Context: an optimization exercise on an open-source flow, tuned for small area, a short achievable clock period and few clock cycles per item. The choices shown serve that exercise and are no tape-out recipe. The RTL was checked by simulation tests, not by an equivalence proof against the original design.

## flow/design.v (module list and top-level ports; edited modules follow where they fit)
// module circular_alpha_mask_premultiply_unit: 1791 lines
module circular_alpha_mask_premultiply_unit (
  input  logic        clk,
  input  logic        rst_n,
  input  logic        cfg_we,
  input  logic [11:0] cfg_wdata,
  input  logic        in_valid,
  output logic        in_stall,
  input  logic [11:0] in_pos_x,
  input  logic [11:0] in_pos_y,
  input  logic [7:0]  in_blue_in,
  input  logic [7:0]  in_green_in,
  input  logic [7:0]  in_red_in,
  input  logic [7:0]  in_alpha_in,
  output logic        out_valid,
  input  logic        out_stall,
  output logic [7:0]  out_blue_out,
  output logic [7:0]  out_green_out,
  output logic [7:0]  out_red_out,
  output logic [7:0]  out_alpha_out,
  output logic [1:0]  out_region
);
  // ...
==> flow/run.sh <==
#!/bin/bash
# synth_recipe.tcl (not shown) runs the flow's synth.tcl, then flattens the netlist and writes it again
# the make line also repeats each setting of config.mk as NAME=value (left out here)
make -C /OpenROAD-flow-scripts/flow DESIGN_CONFIG=/design/flow/config.mk WORK_HOME=/design/flow/orfs CLKGATE_MAP_FILE= SYNTH_SCRIPT=/design/flow/synth_recipe.tcl finish
==> flow/config.mk <==
export PLATFORM = sky130hd
export DESIGN_NAME = circular_alpha_mask_premultiply_unit
export DESIGN_NICKNAME = circular_alpha_mask_premultiply_unit
export VERILOG_FILES = /design/flow/design.v
export SDC_FILE = /design/flow/constraint.sdc
export NUM_CORES = 4
export LEC_CHECK = 0
export CAP_MARGIN = 20
export CORE_MARGIN = 2
export CORE_UTILIZATION = 60
export CTS_CLUSTER_DIAMETER = 100
export CTS_CLUSTER_SIZE = 24
export SETUP_SLACK_MARGIN = 3.8
export SLEW_MARGIN = 20
==> flow/constraint.sdc <==
create_clock -name core_clock -period 7.5 [get_ports {clk}]
set_input_delay 1.5000 -clock core_clock [delete_from_list [all_inputs] [get_ports {clk}]]
set_output_delay 1.5000 -clock core_clock [all_outputs]
set_load 0.01 [all_outputs]
==> impl_metrics.csv, run 1 <==
group,metric,value,unit
setup_path,rr_startpoint,"ax1[5]$_DFFE_PN_",
floorplan,core,96420,sq um
route,routed_via_density,5.412,
clock_network,holdBufCountCts,0,
final_layout,seqAreaFraction,0.3837,
final_layout,final_cell_mix,"inv_1 (873), edfxtp_1 (772), ha_1 (494)",
logic_synthesis,synth_edf_count,772,
logic_synthesis,yosys.area_share.simple,0.09702,
sta,min_period,3.732,ns
setup_path,cp_data_required_time,7.88,ns
floorplan,num_rows,114,
route,num_vias,36710,
route,drtAntennaViolNets,0,
run_status,outcome,"timing/DRC/antenna clean",
final_layout,multi_input_gates,3269,
final_layout,register_area,25110,sq um
global_route,met1_usage,0.3366,
route,post_drt_wl_per_cell,18.22,um
clock_network,cts_buffers,46,
logic_synthesis,ys_seq_area_frac,0.4314,
final_layout,buf_share,0.05147,
placed_design,placed_cells,6460,
logic_synthesis,synthMuxAreaShare,0.01001,
Testbench counts, summed over its fixed seeds: cycles 12,400, items 12,288.
==> inputs of run 2 (changes only) <==
--- a/flow/design.v
+++ b/flow/design.v
@@ -66,18 +66,18 @@
   end
   always_ff @(posedge clk) begin
     if (!rst_n) begin
       cw0  <= 1'b0;
       inj1 <= 1'b0;
       inj2 <= 1'b0;
     end else if (en) begin
       cw0  <= cfg_we;
-      inj1 <= cw0;
-      inj2 <= inj1;
+      inj1 <= cw0 && !cfg_we;
+      inj2 <= inj1 && !cfg_we;
     end
   end
   logic [11:0] x0, y0;
   logic        cw0;
   logic [31:0] pix0;
   always_ff @(posedge clk) begin
     if (en) begin
       x0   <= in_pos_x;
--- a/flow/config.mk
+++ b/flow/config.mk
@@ -5,10 +5,12 @@
 export SDC_FILE = /design/flow/constraint.sdc
 export NUM_CORES = 4
 export LEC_CHECK = 0
 export CAP_MARGIN = 20
 export CORE_MARGIN = 2
 export CORE_UTILIZATION = 60
 export CTS_CLUSTER_DIAMETER = 100
 export CTS_CLUSTER_SIZE = 24
+export GPL_ROUTABILITY_DRIVEN = 0
+export PLACE_DENSITY = 0.7
 export SETUP_SLACK_MARGIN = 3.8
 export SLEW_MARGIN = 20
==> run 2 against run 1 <==
Net effect:
- setup slack got worse by 0.11 ns
- clock skew decreased by 0.0084 ns
- fmax decreased by 3.0%
- critical path type unchanged
- count of clock-buffer cells in the layout fell by 3
- still clean on timing, DRC and antenna
- global-route usage rose by 0.68 points
- critical path depth up 9
- register-to-register slack lost 0.11 ns
- utilization rose by 1.1 points
==> impl_metrics.csv, run 2 <==
group,metric,value,unit
hold_path,hold-path-cell-count,0,
route,routed_via_density,5.614,
logic_synthesis,async_reset_ff_frac,0,
logic_synthesis,synth.distinct_cells,81,
hold_path,min-delay-start,"reg7[1]$_DFFE_PN_",
sta,min_period,3.846,ns
route,drtPass1Iterations,9,
logic_synthesis,synth_edf_count,772,
setup_path,arrival,4.27,ns
setup_path,r2r_setup_slack,3.65,ns
final_layout,drive_gt1_frac,0.1193,
setup_path,crit_buf_inv,7,
logic_synthesis,synth_area_per_cell,11.18,sq um
setup_path,r2r_end,"ua3[10]$_DFFE_PN_",
clock_network,holdBufCountCts,0,
sta,finalHoldViolCount,0,
logic_synthesis,synth-seq-cells,867,
hold_path,hold_path_class,"flop to flop",
hold_path,min_to,"reg8[1]$_DFFE_PN_",
logic_synthesis,yosysMostFrequentCell,"inv_1",
sta,skew,0.03182,ns
sta,fmax,260.0,MHz
global_route,grt_pass1_vias,38590,
route,drtIter0Drc,3004,
clock_network,cts_buffers,46,
setup_path,path_delay_family,"compound AO/OA/AOI/OAI gates",
final_layout,layout_commonest_cell,"inv_1",
placed_design,numPortBuffers,108,
sta,finalWorstSetupSlack,3.654,ns
final_layout,final_cell_mix,"inv_1 (873), edfxtp_1 (772), ha_1 (483)",
floorplan,num_rows,114,
clock_network,htree_levels,2,
clock_network,cts_tree,"done",
placed_design,place_ws,2.450,ns
sta,tightest_slew,1.200,ns
final_layout,design_area,66750,sq um
sta,slew_viol_final,0,
clock_network,clkLatencyLatePin,0.69,ns
floorplan,pin_count,109,
floorplan,floorplan.die.height,317.1,um
clock_network,clock-sinks,867,
setup_path,crit_slowest_cell,"edfxtp_1",
setup_path,cp_common_cell,"buf_6",
logic_synthesis,synth.largest_area_cell,"edfxtp_1",
sta,slew_headroom,0.1925,
logic_synthesis,ys_top_cells_by_area,"edfxtp_1 (39%), fa_1 (14%), ha_1 (11%)",
sta,rsz0062_at_grt,"true",
route,drcViolationCount,0,
logic_synthesis,synth_area,58820,sq um
final_layout,area_growth,13.48,%
final_layout,final_net_count,6599,
sta,finalSetupViolations,0,
logic_synthesis,synthTopCellsByCount,"inv_1 (917), edfxtp_1 (772), ha_1 (512)",
setup_path,crit_fanout,6,
setup_path,cp_data_required_time,7.93,ns
run_status,outcome,"timing/DRC/antenna clean",
global_route,grt_pass1_wl,201800,um
logic_synthesis,ys_seq_area_frac,0.4265,
clock_network,clock-root-buffer,"clkbuf_16",
route,num_vias,38750,
route,drtAntennaViolNets,0,
placed_design,dpl_cell_area,61350,sq um
setup_path,path_class,"flop to flop",
setup_path,start_kind,"flop",
logic_synthesis,ys.flop_type,"edfxtp_1",
setup_path,path_cells,"inv_2 > buf_6 > ha_4 > inv_4 > ha_4 > nor2b_4 > o21ai_4 > a21o_1 > a21o_1 > a31oi_4 > o211a_1 > a211o_1 > buf_12 > clkinvlp_4 > buf_6 > a211oi_4 > buf_6 > o2111ai_2 > xnor2_1",
setup_path,end_kind,"flop",
placed_design,hpwlAfterDp,90230,um
final_layout,fillers,7111,
route,routed_wl,130400,um
floorplan,core,96850,sq um
global_route,grt_max_degree,184,
setup_path,rr_startpoint,"rb2[2]$_DFFE_PN_",
setup_path,cpPeakStageDelay,0.38,ns
floorplan,start_util,0.6073,
setup_path,r2r_cells,19,
floorplan,die_x,317.1,um
sta,min_period_over_period,0.5128,
job,maxCapViolations,0,
global_route,grt-ovfl-total,0,
global_route,antenna_found_initial,1,
sta,fin_tns_setup,0,ns
logic_synthesis,yosysTopAreaCellShare,0.3941,
logic_synthesis,ys.warnings.count,3,
route,post_drt_wl_per_cell,18.89,um
floorplan,die_area,100500,sq um
sta,hold_ws,0.4007,ns
clock_network,clk_pin_slew,0.10,ns
logic_synthesis,syn_inst,5260,
clock_network,clock_path_buffers,3,
global_route,gr-usage-all-layers,0.2557,
## run 2: changes by cell type after synthesis, sizes merged, moves of 13 or more
cell	before	now
a21oi	271	250
a211oi	26	46
o31ai	6	19
xor2	85	69
nand2	277	304
nor3	38	51
## run 2: metal layers
metal / vias to the layer above / wire [um] / track usage
li1: 18370 / - / -
met1: 19110 / 54650 / 0.3324
met2: 1018 / 63540 / 0.4356
met3: 257 / 7170 / 0.04017
met4: 0 / 5016 / 0.09368
met5: - / 0 / 0
## run 2: metrics by stage
stage / cells / util
after floorplan: 5261 / -
after global placement: 6556 / 0.6334
after detailed placement: 6556 / 0.6334
after CTS: 6798 / 0.6687
after global routing: 6901 / 0.6892
final: 6902 / 0.6892
## run 2: cells by family (layout without fill, tap and decap cells)
family                   count (synthesis)  after routing  synth area share
adder cells (fa/ha/maj)                937            937            0.2534
AO/OA/AOI/OAI                          908            909            0.1002
other                                    1              3        0.00006376
flip-flops                             867            867            0.4265
XOR/XNOR                               266            266           0.04016
buffers and inverters                 1035           1398           0.06610
multiplexers                            70             70           0.01213
AND/OR/NAND/NOR                       1176           1176            0.1015
## run 2: area by class of cell
| type | instances | area, sq um | area share |
|---|---|---|---|
| clock inverters | 17 | 226.5 | 0.003393 |
| repair buffers | 391 | 3710 | 0.05558 |
| diodes | 1 | 2.502 | 0.00003749 |
| repair inverters | 5 | 61.31 | 0.0009185 |
| clock buffers | 66 | 1236 | 0.01852 |
| multi-input cells | 3360 | 31290 | 0.4688 |
| inverters | 919 | 3516 | 0.05267 |
| flip-flops and latches | 867 | 25110 | 0.3762 |
| well taps | 1276 | 1597 | 0.02392 |
## run 2: worst max-delay path by stage
stage | startpoint | endpoint | slack, ns | cells after the start
after global placement | out_stall | R6[8]$_DFFE_PN_ | 2.52 | 6
after floorplan | out_stall | Q4[10]$_DFFE_PN_ | 3.34 | 4
after CTS | ua3[1]$_DFFE_PN_ | ub[11]$_DFFE_PN_ | 3.66 | 12
after global routing | rb2[2]$_DFFE_PN_ | ua3[10]$_DFFE_PN_ | 3.58 | 19
final | rb2[2]$_DFFE_PN_ | ua3[10]$_DFFE_PN_ | 3.65 | 19
after detailed placement | out_stall | Q6[8]$_DFFE_PN_ | 2.45 | 6
## run 2: timing repair
action,CTS,global route
gates resized for setup,159,294
hold endpoints to repair,0,0
endpoints found under the setup margin,546,236
cloned,11,8
buffers inserted,148,95
pin swaps,74,152
Testbench counts of run 2, summed over its fixed seeds: cycles 12,400, items 12,288.
==> inputs of run 3 (changes only) <==
--- a/flow/config.mk
+++ b/flow/config.mk
@@ -11,6 +11,4 @@
 export CTS_CLUSTER_DIAMETER = 100
 export CTS_CLUSTER_SIZE = 24
-export GPL_ROUTABILITY_DRIVEN = 0
-export PLACE_DENSITY = 0.7
 export SETUP_SLACK_MARGIN = 3.8
 export SLEW_MARGIN = 20
==> run 3 against run 2 <==
Net effect:
- final area is 0.13% lower
- sequential share of layout area hardly changed
- sequential cell count stayed put
- cell count is 0.25% lower
- count of clock-buffer cells in the layout is 4 higher
- still clean
- fmax is 0.57% higher
- wire length is 1.2% lower
- critical path depth is 1 lower
==> impl_metrics.csv, run 3 <==
group,metric,value,unit
clock_network,clock_path_buffers,3,
logic_synthesis,syn_inst,5260,
route,routed_via_density,5.508,
setup_path,cpPeakStageDelay,0.40,ns
logic_synthesis,async_reset_ff_frac,0,
sta,slew_headroom,0.2492,
logic_synthesis,ys_top_cells_by_area,"edfxtp_1 (39%), fa_1 (14%), ha_1 (11%)",
setup_path,start_kind,"flop",
setup_path,cp_data_required_time,8.01,ns
job,maxCapViolations,0,
placed_design,placed_cells,6554,
placed_design,gp_congestion,0.9174,
sta,slew_viol_final,0,
global_route,grt_pass1_vias,37660,
final_layout,area_growth,13.34,%
global_route,grt_max_degree,187,
clock_network,clock-sinks,867,
clock_network,clkLatencyLatePin,0.66,ns
clock_network,cts_buffers,46,
final_layout,final_net_count,6579,
setup_path,path_class,"flop to flop",
sta,tightest_slew,1.123,ns
clock_network,htree_levels,2,
setup_path,crit_slowest_cell,"edfxtp_1",
route,drtIter0Drc,2245,
global_route,grt-ovfl-total,0,
sta,min_period_over_period,0.5099,
route,num_vias,37920,
route,drtAntennaViolNets,0,
logic_synthesis,synth_area,58820,sq um
floorplan,start_util,0.6073,
final_layout,fillers,7252,
clock_network,clock-root-buffer,"clkbuf_16",
route,post_drt_wl_per_cell,18.72,um
setup_path,end_kind,"flop",
setup_path,crit_fanout,6,
logic_synthesis,synth.largest_area_cell,"edfxtp_1",
final_layout,layout_commonest_cell,"inv_1",
final_layout,design_area,66660,sq um
clock_network,holdBufCountCts,0,
final_layout,final_cell_mix,"inv_1 (869), edfxtp_1 (772), ha_1 (480)",
placed_design,dpl_cell_area,61350,sq um
floorplan,num_rows,114,
floorplan,core,96850,sq um
final_layout,instances_no_fill,6885,
logic_synthesis,yosysTopAreaCellShare,0.3941,
placed_design,numPortBuffers,108,
logic_synthesis,yosysMostFrequentCell,"inv_1",
clock_network,cts_tree,"done",
sta,fin_tns_setup,0,ns
logic_synthesis,ys_seq_area_frac,0.4265,
sta,min_period,3.824,ns
logic_synthesis,ys.warnings.count,3,
sta,rsz0062_at_grt,"true",
logic_synthesis,synth_area_per_cell,11.18,sq um
global_route,gr-usage-all-layers,0.2563,
final_layout,drive_gt1_frac,0.1173,
floorplan,pin_count,109,
logic_synthesis,synth_edf_count,772,
placed_design,hpwlAfterDp,91040,um
floorplan,floorplan.die.height,317.1,um
logic_synthesis,synthTopCellsByCount,"inv_1 (917), edfxtp_1 (772), ha_1 (512)",
sta,finalSetupViolations,0,
logic_synthesis,synth.distinct_cells,81,
logic_synthesis,synth-seq-cells,867,
global_route,grt_pass1_wl,201900,um
floorplan,die_area,100500,sq um
run_status,outcome,"timing/DRC/antenna clean",
sta,finalHoldViolCount,0,
hold_path,hold_path_class,"flop to flop",
route,drcViolationCount,0,
route,routed_wl,128900,um
setup_path,arrival,4.33,ns
logic_synthesis,ys.flop_type,"edfxtp_1",
clock_network,clk_pin_slew,0.10,ns
setup_path,path_cells,"inv_2 > fa_2 > inv_2 > fa_2 > a21o_1 > a221o_1 > buf_4 > nor2_4 > xor2_2 > buf_4 > ha_4 > clkinvlp_4 > a211o_1 > buf_6 > maj3_2 > nor2_2 > o21ai_2 > a21oi_1",
sta,skew,0.02174,ns
route,drtPass1Iterations,5,
global_route,antenna_found_initial,4,
sta,fmax,261.5,MHz
floorplan,die_x,317.1,um
==> run 3: cells by family after synthesis <==
| group | after synthesis | share of synthesized area |
|---|---|---|
| multiplexers | 70 | 0.01213 |
| other | 1 | 0.00006376 |
| adder cells (fa/ha/maj) | 937 | 0.2534 |
| XOR/XNOR | 266 | 0.04016 |
| flip-flops | 867 | 0.4265 |
| buffers and inverters | 1035 | 0.06610 |
| AND/OR/NAND/NOR | 1176 | 0.1015 |
| AO/OA/AOI/OAI | 908 | 0.1002 |
==> run 3: path summary, 6_finish.rpt <==
kind,from,endpoint,slack (ns),cells past startpoint
worst max-delay path,an_c8$_DFFE_PN_,al10[4]$_SDFFCE_PN0N_,3.68,18
worst min-delay path,pix5[14]$_DFFE_PN_,pix6[14]$_DFFE_PN_,0.41,0
worst max register to register,an_c8$_DFFE_PN_,al10[4]$_SDFFCE_PN0N_,3.68,18
worst min register to register,pix5[14]$_DFFE_PN_,pix6[14]$_DFFE_PN_,0.41,0
==> run 3: metrics by stage <==
step                      setup WS (ns)  utilization  hold WS (ns)
after floorplan                   3.344            -        0.4003
after global placement            2.526       0.6335        0.4002
after detailed placement          2.555       0.6335        0.4045
after CTS                         3.549       0.6672        0.4131
after global routing              3.536       0.6883        0.4265
final                             3.676       0.6883        0.4107
==> run 3: routing by layer <==
metal  wire (um)  part of all wire  up-vias  GRT usage
li1            -                 -    18340          -
met1       56250              0.44    18580     0.3448
met2       61480              0.48      768     0.4280
met3        5676             0.044      221    0.03378
met4        5431             0.042        4    0.09528
met5          23           0.00018        -          0
==> run 3: final cells by class <==
| cell class | instances | area [sq um] | share of cell area |
|---|---|---|---|
| diodes | 1 | 2.502 | 0.00003754 |
| clock buffers | 70 | 1282 | 0.01924 |
| clock inverters | 16 | 201.4 | 0.003022 |
| inverters | 919 | 3520 | 0.05280 |
| multi-input cells | 3360 | 31390 | 0.4708 |
| flip-flops and latches | 867 | 25100 | 0.3766 |
| well taps | 1276 | 1597 | 0.02395 |
| repair buffers | 371 | 3500 | 0.05250 |
| repair inverters | 5 | 72.57 | 0.001089 |
==> run 3: repair_timing <==
item                       CTS  global route
pin swaps                   47           155
buffers inserted           134            93
resized for setup          145           286
setup endpoints to repair  288           231
gates cloned                 8             9
hold endpoints to repair     0             0
==> run 3: worst max-delay path, delay by kind of cell, from the launching register on <==
family                   cells  cell delay [ns]
AO/OA/AOI/OAI                5             1.12
XOR/XNOR                     1             0.21
adder cells (fa/ha/maj)      4             1.00
buffers and inverters        6             0.73
flip-flops                   1             0.40
AND/OR/NAND/NOR              2             0.21
==> inputs of run 4 (changes only) <==
--- a/flow/config.mk
+++ b/flow/config.mk
@@ -11,4 +11,4 @@
 export CTS_CLUSTER_DIAMETER = 100
 export CTS_CLUSTER_SIZE = 24
-export SETUP_SLACK_MARGIN = 3.8
+export SETUP_SLACK_MARGIN = 3.75
 export SLEW_MARGIN = 20
==> run 4 against run 3 <==
Net effect:
- count of clock-buffer cells in the layout is the same
- sequential cell count is the same
- wire length shrank 1.6%
- still clean
- fmax grew 0.49%
- largest cell class unchanged
- critical endpoint unchanged
==> impl_metrics.csv, run 4 <==
group,metric,value,unit
run_status,outcome,"timing/DRC/antenna clean",
final_layout,final_cell_mix,"inv_1 (876), edfxtp_1 (772), ha_1 (489)",
logic_synthesis,synth_top_family_by_area,"adder cells",
setup_path,r2r_cells,18,
logic_synthesis,synth.distinct_cells,81,
sta,min_period,3.805,ns
placed_design,numPortBuffers,108,
global_route,gr-usage-all-layers,0.2555,
sta,slew_headroom,0.2798,
hold_path,min_to,"pix6[14]$_DFFE_PN_",
logic_synthesis,yosysTopAreaCellShare,0.3941,
sta,fmax,262.8,MHz
setup_path,rr_startpoint,"an_c8$_DFFE_PN_",
final_layout,multi_input_area,30850,sq um
global_route,grt_pass1_vias,37580,
logic_synthesis,yosysMostFrequentCell,"inv_1",
setup_path,crit_fanout,6,
sta,fin_tns_setup,0,ns
logic_synthesis,synth_edf_count,772,
clock_network,clk_pin_slew,0.10,ns
logic_synthesis,yosys.area_share.simple,0.1015,
setup_path,r2r_end,"al10[4]$_SDFFCE_PN0N_",
sta,finalSetupViolations,0,
floorplan,core,96850,sq um
floorplan,pin_count,109,
route,routed_wl,126800,um
final_layout,layout_commonest_cell,"inv_1",
clock_network,clock_path_buffers,3,
global_route,antenna_found_initial,4,
setup_path,path_class,"flop to flop",
setup_path,cp_data_required_time,8.01,ns
logic_synthesis,synth_area,58820,sq um
hold_path,hold_path_class,"flop to flop",
sta,slew_viol_final,0,
floorplan,num_rows,114,
final_layout,instances_no_fill,6854,
clock_network,holdBufCountCts,0,
sta,tightest_slew,1.078,ns
clock_network,htree_levels,2,
clock_network,clock-root-buffer,"clkbuf_16",
logic_synthesis,synth-compound-area-share,0.1002,
route,drcViolationCount,0,
logic_synthesis,synthMuxAreaShare,0.01213,
sta,finalHoldViolCount,0,
logic_synthesis,synth-seq-cells,867,
logic_synthesis,synthTopCellsByCount,"inv_1 (917), edfxtp_1 (772), ha_1 (512)",
clock_network,cts_buffers,46,
floorplan,die_area,100500,sq um
clock_network,clkLatencyLatePin,0.66,ns
route,drtPass1Iterations,5,
clock_network,cts_tree,"done",
logic_synthesis,synthAdderAreaFrac,0.2534,
logic_synthesis,ys_top_cells_by_area,"edfxtp_1 (39%), fa_1 (14%), ha_1 (11%)",
final_layout,design_area,65760,sq um
final_layout,fillers,7350,
sta,finalWorstSetupSlack,3.695,ns
final_layout,register_area,25100,sq um
job,maxCapViolations,0,
global_route,grt_max_degree,187,
hold_path,hold-path-cell-count,0,
final_layout,final_net_count,6547,
final_layout,area_growth,11.81,%
hold_path,min-delay-start,"pix5[14]$_DFFE_PN_",
sta,skew,0.02697,ns
floorplan,floorplan.die.height,317.1,um
logic_synthesis,syn_inst,5260,
floorplan,start_util,0.6073,
placed_design,placed_cells,6554,
logic_synthesis,synth_area_per_cell,11.18,sq um
route,routed_via_density,5.501,
route,drtAntennaViolNets,0,
sta,hold_ws,0.4083,ns
logic_synthesis,ys.flop_type,"edfxtp_1",
route,num_vias,37700,
global_route,grt-ovfl-total,0,
logic_synthesis,ys.warnings.count,3,
logic_synthesis,synth.largest_area_cell,"edfxtp_1",
logic_synthesis,async_reset_ff_frac,0,
logic_synthesis,synth-xor-area-share,0.04016,
clock_network,clock-sinks,867,
setup_path,r2r_setup_slack,3.69,ns
route,drtIter0Drc,2436,
sta,min_period_over_period,0.5074,
route,post_drt_wl_per_cell,18.50,um
placed_design,gp_congestion,0.9174,
placed_design,hpwlAfterDp,91040,um
sta,rsz0062_at_grt,"true",
placed_design,dpl_cell_area,61350,sq um
global_route,grt_pass1_wl,201200,um
placed_design,place_ws,2.555,ns
logic_synthesis,ys_seq_area_frac,0.4265,
setup_path,start_kind,"flop",
final_layout,drive_gt1_frac,0.09684,
floorplan,die_x,317.1,um
setup_path,end_kind,"flop",
setup_path,arrival,4.32,ns
[run 4: worst max-delay path by stage]
stage / start / to / slack (ns)
6_report: an_c8$_DFFE_PN_ / al10[4]$_SDFFCE_PN0N_ / 3.69
5_1_grt: an_rb8[0]$_DFFE_PN_ / al10[4]$_SDFFCE_PN0N_ / 3.54
4_1_cts: an_c8$_DFFE_PN_ / al10[0]$_SDFFCE_PN0N_ / 3.55
3_5_place_dp: out_stall / in_stall / 2.55
3_3_place_gp: out_stall / in_stall / 2.53
2_1_floorplan: out_stall / Q4[10]$_DFFE_PN_ / 3.34
[run 4: stage by stage]
step,utilization
after floorplan,-
after CTS,0.6648
final,0.6790
after global placement,0.6335
after detailed placement,0.6335
after global routing,0.6790
[run 4: layer usage]
layer | vias to the layer above | GRT usage | wire length, um
li1 | 18280 | - | -
met1 | 18480 | 0.3447 | 55940
met2 | 714 | 0.4248 | 60280
met3 | 221 | 0.03352 | 5284
met4 | 4 | 0.09699 | 5257
met5 | - | 0 | 26
[run 4: area by class of cell]
| class | count | share of cell area |
|---|---|---|
| Inverter | 919 | 0.05346 |
| Antenna cell | 2 | 0.00007610 |
| Multi-Input combinational cell | 3360 | 0.4692 |
| Tap cell | 1276 | 0.02428 |
| Timing Repair inverter | 5 | 0.001103 |
| Timing Repair Buffer | 339 | 0.04764 |
| Sequential cell | 867 | 0.3817 |
| Clock inverter | 16 | 0.003063 |
| Clock buffer | 70 | 0.01950 |
[run 4: logic make-up after synthesis]
family                     count (synthesis)
DFF                                      867
other                                      1
xor gates and xnor gates                 266
adders and majority gates                937
AOI/OAI and AO/OA                        908
buffers and inverters                   1035
muxes                                     70
and+or+nand+nor                         1176
[run 4: worst max-delay path, cell delays in order, from the launching register on]
cell and delay, ns:
edfxtp_1 0.40, inv_2 0.07, fa_2 0.21, inv_2 0.04, fa_2 0.33, a21o_1 0.19, a221o_1 0.35, buf_4 0.16
nor2_4 0.09, xor2_2 0.21, buf_4 0.16, ha_4 0.17, clkinvlp_4 0.15, a211o_1 0.33, buf_6 0.14, maj3_2 0.29
nor2_2 0.12, o21ai_2 0.07, a21oi_1 0.17
[run 4: what timing repair did]
action / CTS / global route
pin swaps: 29 / 118
endpoints found under the setup margin: 216 / 215
gates resized for setup: 113 / 194
setup buffers: 121 / 80
hold endpoints to repair: 0 / 0
gates cloned: 8 / 3
==> inputs of run 5 (changes only) <==
--- a/flow/config.mk
+++ b/flow/config.mk
@@ -11,4 +11,4 @@
 export CTS_CLUSTER_DIAMETER = 100
 export CTS_CLUSTER_SIZE = 24
-export SETUP_SLACK_MARGIN = 3.75
+export SETUP_SLACK_MARGIN = 3.7
 export SLEW_MARGIN = 20
==> run 5 against run 4 <==
Net effect:
- final area shrank 0.54%
- still clean
- critical path type unchanged
- non-clock buffer count shrank 31
- register-to-register slack lost 0.03 ns
- via count decreased by 0.45%
- highest routed layer unchanged
- fmax is 0.90% lower
- count of clock-buffer cells in the layout is the same
- global-route usage down 0.28 points
- clock skew fell by 0.0044 ns
==> impl_metrics.csv, run 5 <==
group,metric,value,unit
global_route,antenna_found_initial,5,
sta,fin_tns_setup,0,ns
run_status,outcome,"timing/DRC/antenna clean",
setup_path,cp_data_required_time,7.88,ns
placed_design,numPortBuffers,108,
clock_network,clock-sinks,867,
setup_path,path_class,"flop to flop",
floorplan,floorplan.die.height,317.1,um
logic_synthesis,yosysMostFrequentCell,"inv_1",
setup_path,r2r_setup_slack,3.66,ns
setup_path,crit_start,"rb2[10]$_DFFE_PN_",
sta,finalHoldViolCount,0,
logic_synthesis,ys.flop_type,"edfxtp_1",
setup_path,r2r_cells,14,
sta,fmax,260.4,MHz
route,drcViolationCount,0,
setup_path,start_kind,"flop",
floorplan,die_x,317.1,um
placed_design,gp_congestion,0.9174,
logic_synthesis,synth.distinct_cells,81,
logic_synthesis,synth_area,58820,sq um
floorplan,start_util,0.6073,
logic_synthesis,synth_area_per_cell,11.18,sq um
global_route,grt_pass1_wl,199200,um
clock_network,cts_buffers,46,
logic_synthesis,yosysTopAreaCellShare,0.3941,
sta,finalSetupViolations,0,
sta,slew_viol_final,0,
setup_path,path_cells,"inv_2 > fa_1 > inv_1 > ha_2 > a21o_1 > a21oi_1 > o21ai_1 > o21a_2 > o311a_4 > a211o_4 > buf_4 > and2_1 > mux2i_2 > a22oi_2",
route,routed_wl,126000,um
job,maxCapViolations,0,
floorplan,core,96850,sq um
clock_network,clk_pin_slew,0.10,ns
logic_synthesis,synthTopCellsByCount,"inv_1 (917), edfxtp_1 (772), ha_1 (512)",
final_layout,design_area,65410,sq um
final_layout,layout_commonest_cell,"inv_1",
final_layout,area_growth,11.20,%
floorplan,die_area,100500,sq um
floorplan,pin_count,109,
route,drtAntennaViolNets,0,
setup_path,crit_fanout,7,
floorplan,num_rows,114,
logic_synthesis,ys_seq_area_frac,0.4265,
placed_design,dpl_cell_area,61350,sq um
placed_design,placed_cells,6554,
final_layout,drive_gt1_frac,0.08909,
setup_path,r2r_end,"r3[12]$_DFFE_PN_",
clock_network,htree_levels,2,
logic_synthesis,ys_top_cells_by_area,"edfxtp_1 (39%), fa_1 (14%), ha_1 (11%)",
sta,skew,0.02254,ns
sta,slew_headroom,0.2753,
logic_synthesis,synth.largest_area_cell,"edfxtp_1",
setup_path,path_delay_family,"compound AO/OA/AOI/OAI gates",
sta,rsz0062_at_grt,"true",
setup_path,crit_slowest_cell,"edfxtp_1",
global_route,grt_max_degree,187,
final_layout,instances_no_fill,6825,
placed_design,hpwlAfterDp,91040,um
route,num_vias,37530,
setup_path,end_kind,"flop",
sta,min_period_over_period,0.5120,
sta,min_period,3.840,ns
global_route,grt-ovfl-total,0,
final_layout,final_net_count,6516,
sta,tightest_slew,1.084,ns
logic_synthesis,synth_edf_count,772,
hold_path,hold_path_class,"flop to flop",
setup_path,rr_startpoint,"rb2[10]$_DFFE_PN_",
route,post_drt_wl_per_cell,18.46,um
hold_path,hold-path-cell-count,0,
setup_path,arrival,4.22,ns
logic_synthesis,synth-seq-cells,867,
placed_design,place_ws,2.555,ns
logic_synthesis,syn_inst,5260,
route,routed_via_density,5.499,
clock_network,clkLatencyLatePin,0.66,ns
setup_path,crit_buf_inv,3,
route,drtIter0Drc,2089,
global_route,gr-usage-all-layers,0.2527,
logic_synthesis,async_reset_ff_frac,0,
clock_network,holdBufCountCts,0,
clock_network,cts_tree,"done",
final_layout,final_cell_mix,"inv_1 (881), edfxtp_1 (772), ha_1 (493)",
logic_synthesis,ys.warnings.count,3,
setup_path,cpPeakStageDelay,0.45,ns
clock_network,clock-root-buffer,"clkbuf_16",
sta,finalWorstSetupSlack,3.660,ns
global_route,grt_pass1_vias,37360,
clock_network,clock_path_buffers,3,
setup_path,crit_path_end,"r3[12]$_DFFE_PN_",
setup_path,cp.depth,14,
route,drtPass1Iterations,8,
[run 5: cell count changes in the layout (fill, tap and decap cells not counted), sizes merged]
cell	change
buf	-30
bufbuf	-1
diode	+2
[run 5: logic make-up after synthesis]
family | Yosys count | share of synthesized area
xor gates and xnor gates | 266 | 0.04016
AOI/OAI and AO/OA | 908 | 0.1002
adders and majority gates | 937 | 0.2534
other | 1 | 0.00006376
muxes | 70 | 0.01213
and+or+nand+nor | 1176 | 0.1015
buffers and inverters | 1035 | 0.06610
DFF | 867 | 0.4265
[run 5: repair_timing]
action                                  4_1_cts  5_1_grt
pin swaps                                    18       91
endpoints found under the hold margin         0        0
gates resized for setup                      86      195
endpoints found under the setup margin      206      159
cloned                                        6        4
setup buffers                                92       79
[run 5: layout make-up]
class,count,area [sq um]
fillers,7416,31440
multi-input cells,3360,30760
flip-flops and latches,867,25100
inverters,919,3511
repair buffers,308,2872
well taps,1276,1597
clock buffers,70,1282
clock inverters,16,201.4
repair inverters,5,72.57
diodes,4,10.01
[run 5: how the worst min path moves through the flow]
stage                        from                 end  slack, ns
6_report       pix5[14]$_DFFE_PN_  pix6[14]$_DFFE_PN_       0.41
5_1_grt        pix8[12]$_DFFE_PN_  col10[4]$_DFFE_PN_       0.43
3_3_place_gp   pix3[28]$_DFFE_PN_  pixb[28]$_DFFE_PN_       0.40
4_1_cts        pix5[14]$_DFFE_PN_  pix6[14]$_DFFE_PN_       0.41
2_1_floorplan   pix8[8]$_DFFE_PN_  col10[0]$_DFFE_PN_       0.40
3_5_place_dp     kmb[0]$_DFFE_PN_    km4[0]$_DFFE_PN_       0.40
[run 5: per-layer routing]
layer  global-route usage  up-vias  routed length [um]
met4              0.08995        4                5169
met3              0.03522      219                5126
met5                    0        -                  27
li1                     -    18210                   -
met2               0.4223      688               59590
met1               0.3399    18420               56080
[run 5: per-stage QoR]
step	hold slack, ns	utilization
6_report	0.4110	0.6753
3_5_place_dp	0.4045	0.6335
5_1_grt	0.4265	0.6752
4_1_cts	0.4131	0.6605
3_3_place_gp	0.4002	0.6335
2_1_floorplan	0.4003	-
==> inputs of run 6 (changes only) <==
--- a/flow/config.mk
+++ b/flow/config.mk
@@ -11,4 +11,4 @@
 export CTS_CLUSTER_DIAMETER = 100
 export CTS_CLUSTER_SIZE = 24
-export SETUP_SLACK_MARGIN = 3.7
+export SETUP_SLACK_MARGIN = 3.6
 export SLEW_MARGIN = 20
==> run 6 against run 5 <==
Net effect:
- still clean
- fmax rose by 0.49%
- die area did not move
- synthesized area did not move
- largest cell class unchanged
- highest routed layer unchanged
==> impl_metrics.csv, run 6 <==
group,metric,value,unit
floorplan,die_area,100500,sq um
logic_synthesis,synth_area_per_cell,11.18,sq um
floorplan,pin_count,109,
global_route,grt_pass1_vias,37150,
route,drtIter0Drc,2214,
floorplan,start_util,0.6073,
sta,min_period,3.821,ns
global_route,grt-ovfl-total,0,
setup_path,cp_data_required_time,7.91,ns
logic_synthesis,synth.largest_area_cell,"edfxtp_1",
logic_synthesis,syn_inst,5260,
route,drtAntennaViolNets,0,
global_route,gr-usage-all-layers,0.2503,
logic_synthesis,synth_edf_count,772,
floorplan,num_rows,114,
logic_synthesis,yosysTopAreaCellShare,0.3941,
setup_path,crit_fanout,5,
setup_path,end_kind,"flop",
logic_synthesis,ys_seq_area_frac,0.4265,
floorplan,core,96850,sq um
clock_network,clk_pin_slew,0.09,ns
logic_synthesis,ys.flop_type,"edfxtp_1",
global_route,antenna_found_initial,5,
sta,slew_headroom,0.2615,
final_layout,design_area,64600,sq um
logic_synthesis,synthTopCellsByCount,"inv_1 (917), edfxtp_1 (772), ha_1 (512)",
clock_network,cts_tree,"done",
final_layout,drive_gt1_frac,0.06715,
route,num_vias,37250,
logic_synthesis,synth-seq-cells,867,
clock_network,htree_levels,2,
route,drcViolationCount,0,
setup_path,start_kind,"flop",
placed_design,numPortBuffers,108,
clock_network,clock_path_buffers,3,
logic_synthesis,ys_top_cells_by_area,"edfxtp_1 (39%), fa_1 (14%), ha_1 (11%)",
logic_synthesis,synth_area,58820,sq um
clock_network,clock-root-buffer,"clkbuf_16",
route,post_drt_wl_per_cell,18.32,um
global_route,grt_pass1_wl,197500,um
route,routed_via_density,5.499,
sta,fmax,261.7,MHz
floorplan,floorplan.die.height,317.1,um
sta,finalSetupViolations,0,
clock_network,clock-sinks,867,
logic_synthesis,ys.warnings.count,3,
clock_network,clkLatencyLatePin,0.66,ns
logic_synthesis,yosysMostFrequentCell,"inv_1",
sta,fin_tns_setup,0,ns
global_route,grt_max_degree,187,
run_status,outcome,"timing/DRC/antenna clean",
hold_path,hold_path_class,"flop to flop",
sta,finalHoldViolCount,0,
final_layout,fillers,7513,
placed_design,gp_congestion,0.9174,
clock_network,cts_buffers,46,
sta,skew,0.02124,ns
sta,min_period_over_period,0.5095,
sta,tightest_slew,1.105,ns
route,routed_wl,124100,um
logic_synthesis,synth.distinct_cells,81,
logic_synthesis,async_reset_ff_frac,0,
final_layout,final_cell_mix,"inv_1 (896), edfxtp_1 (772), ha_1 (500)",
sta,rsz0062_at_grt,"true",
job,maxCapViolations,0,
sta,slew_viol_final,0,
final_layout,final_net_count,6466,
final_layout,area_growth,9.841,%
final_layout,layout_commonest_cell,"inv_1",
route,drtPass1Iterations,6,
floorplan,die_x,317.1,um
setup_path,arrival,4.23,ns
setup_path,path_class,"flop to flop",
placed_design,dpl_cell_area,61350,sq um
placed_design,hpwlAfterDp,91040,um
run 6: cell count changes in the layout (fill, tap and decap cells not counted), sizes merged:
cell,change
buf,-47
clkbuf,-3
clkinvlp,-3
inv,+3
run 6: what timing repair did:
action,CTS,global route
cloned,5,2
endpoints found under the setup margin,107,113
pin swaps,14,37
hold buffers,0,0
resized for setup,51,117
setup buffers,60,64
hold endpoints to repair,0,0
run 6: area by class of cell:
| class | instances | area (sq um) | share of cell area |
|---|---|---|---|
| diodes | 4 | 10.01 | 0.0001549 |
| clock buffers | 70 | 1282 | 0.01985 |
| clock inverters | 16 | 201.4 | 0.003118 |
| inverters | 919 | 3500 | 0.05417 |
| multi-input cells | 3360 | 30410 | 0.4707 |
| flip-flops and latches | 867 | 25100 | 0.3886 |
| well taps | 1276 | 1597 | 0.02471 |
| repair buffers | 258 | 2431 | 0.03763 |
| repair inverters | 5 | 72.57 | 0.001123 |
run 6: cell families (layout without fill, tap and decap cells):
group | count (synthesis) | count (layout) | share of synthesized area
and+or+nand+nor | 1176 | 1176 | 0.1015
xor gates and xnor gates | 266 | 266 | 0.04016
muxes | 70 | 70 | 0.01213
other | 1 | 6 | 0.00006376
DFF | 867 | 867 | 0.4265
AOI/OAI and AO/OA | 908 | 909 | 0.1002
adders and majority gates | 937 | 937 | 0.2534
buffers and inverters | 1035 | 1268 | 0.06610
run 6: metrics by stage:
stage	std cells	setup WS [ns]	hold slack, ns	utilization
finish	6775	3.679	0.4115	0.6671
global route	6771	3.459	0.4265	0.6670
CTS	6705	3.483	0.4131	0.6566
detailed placement	6554	2.555	0.4045	0.6335
global placement	6554	2.526	0.4002	0.6335
floorplan	5261	3.344	0.4003	-
run 6: worst max-delay path, cell delays in order, from the launching register on:
cell and delay [ns]:
edfxtp_1 0.40, inv_2 0.07, fa_2 0.21, inv_2 0.04
fa_2 0.35, a21o_1 0.17, a221o_1 0.37, o41ai_4 0.21
buf_4 0.19, xor2_4 0.17, xnor3_2 0.34, a211o_4 0.39
a31oi_1 0.16, o32ai_1 0.09, a31oi_1 0.30, o22ai_1 0.10
run 6: worst paths after layout:
check	from	to	slack [ns]	cells past startpoint
worst max register to register	an_c8$_DFFE_PN_	al10[0]$_SDFFCE_PN0N_	3.68	15
worst min-delay path	pix5[14]$_DFFE_PN_	pix6[14]$_DFFE_PN_	0.41	0
worst min register to register	pix5[14]$_DFFE_PN_	pix6[14]$_DFFE_PN_	0.41	0
worst max-delay path	an_c8$_DFFE_PN_	al10[0]$_SDFFCE_PN0N_	3.68	15
run 6: routing by layer:
metal  part of all wire  track usage
met5            0.00010            0
met1               0.44       0.3379
met3              0.049      0.03326
met2               0.47       0.4204
met4              0.038      0.08451

-- static timing again, ports no longer ideal --
The results above use ideal ports. As a check the final layouts listed here were re-extracted and re-timed, cells and wires unchanged. Step 1 (the two cells are an assumption about what drives the block):
set clk [get_ports {clk}]
set_driving_cell -lib_cell sky130_fd_sc_hd__clkbuf_16 $clk
set_driving_cell -lib_cell sky130_fd_sc_hd__buf_2 [delete_from_list [all_inputs] $clk]
Step 2, shift: input delay + t, output delay - t, t = (earliest + latest rising clock arrival at the registers) / 2. This alone moves slack from input paths to output paths. a / b / c = ideal / step 1 / step 2; a / b = the first two.
| run | t (ns) | setup WS [ns] | clock arrival spread, ns | slew at the worst register clock pin (ns) |
|---|---|---|---|---|
| run 1 | 0.721 | 3.768 / 3.768 / 3.321 | 0.042 / 0.042 | 0.10 / 0.10 |
| run 2 | 0.738 | 3.654 / 3.654 / 3.251 | 0.036 / 0.037 | 0.10 / 0.10 |
| run 3 | 0.721 | 3.676 / 3.676 / 3.389 | 0.029 / 0.030 | 0.10 / 0.10 |
| run 4 | 0.720 | 3.695 / 3.695 / 3.392 | 0.030 / 0.030 | 0.10 / 0.10 |
| run 5 | 0.718 | 3.660 / 3.660 / 3.381 | 0.031 / 0.031 | 0.10 / 0.10 |
| run 6 | 0.721 | 3.679 / 3.679 / 3.395 | 0.028 / 0.028 | 0.10 / 0.10 |
After both steps every run listed still meets setup and hold. The setup slack of run 1, which loses most, moves by 0.000 ns with the drivers and by -0.447 ns with both steps.
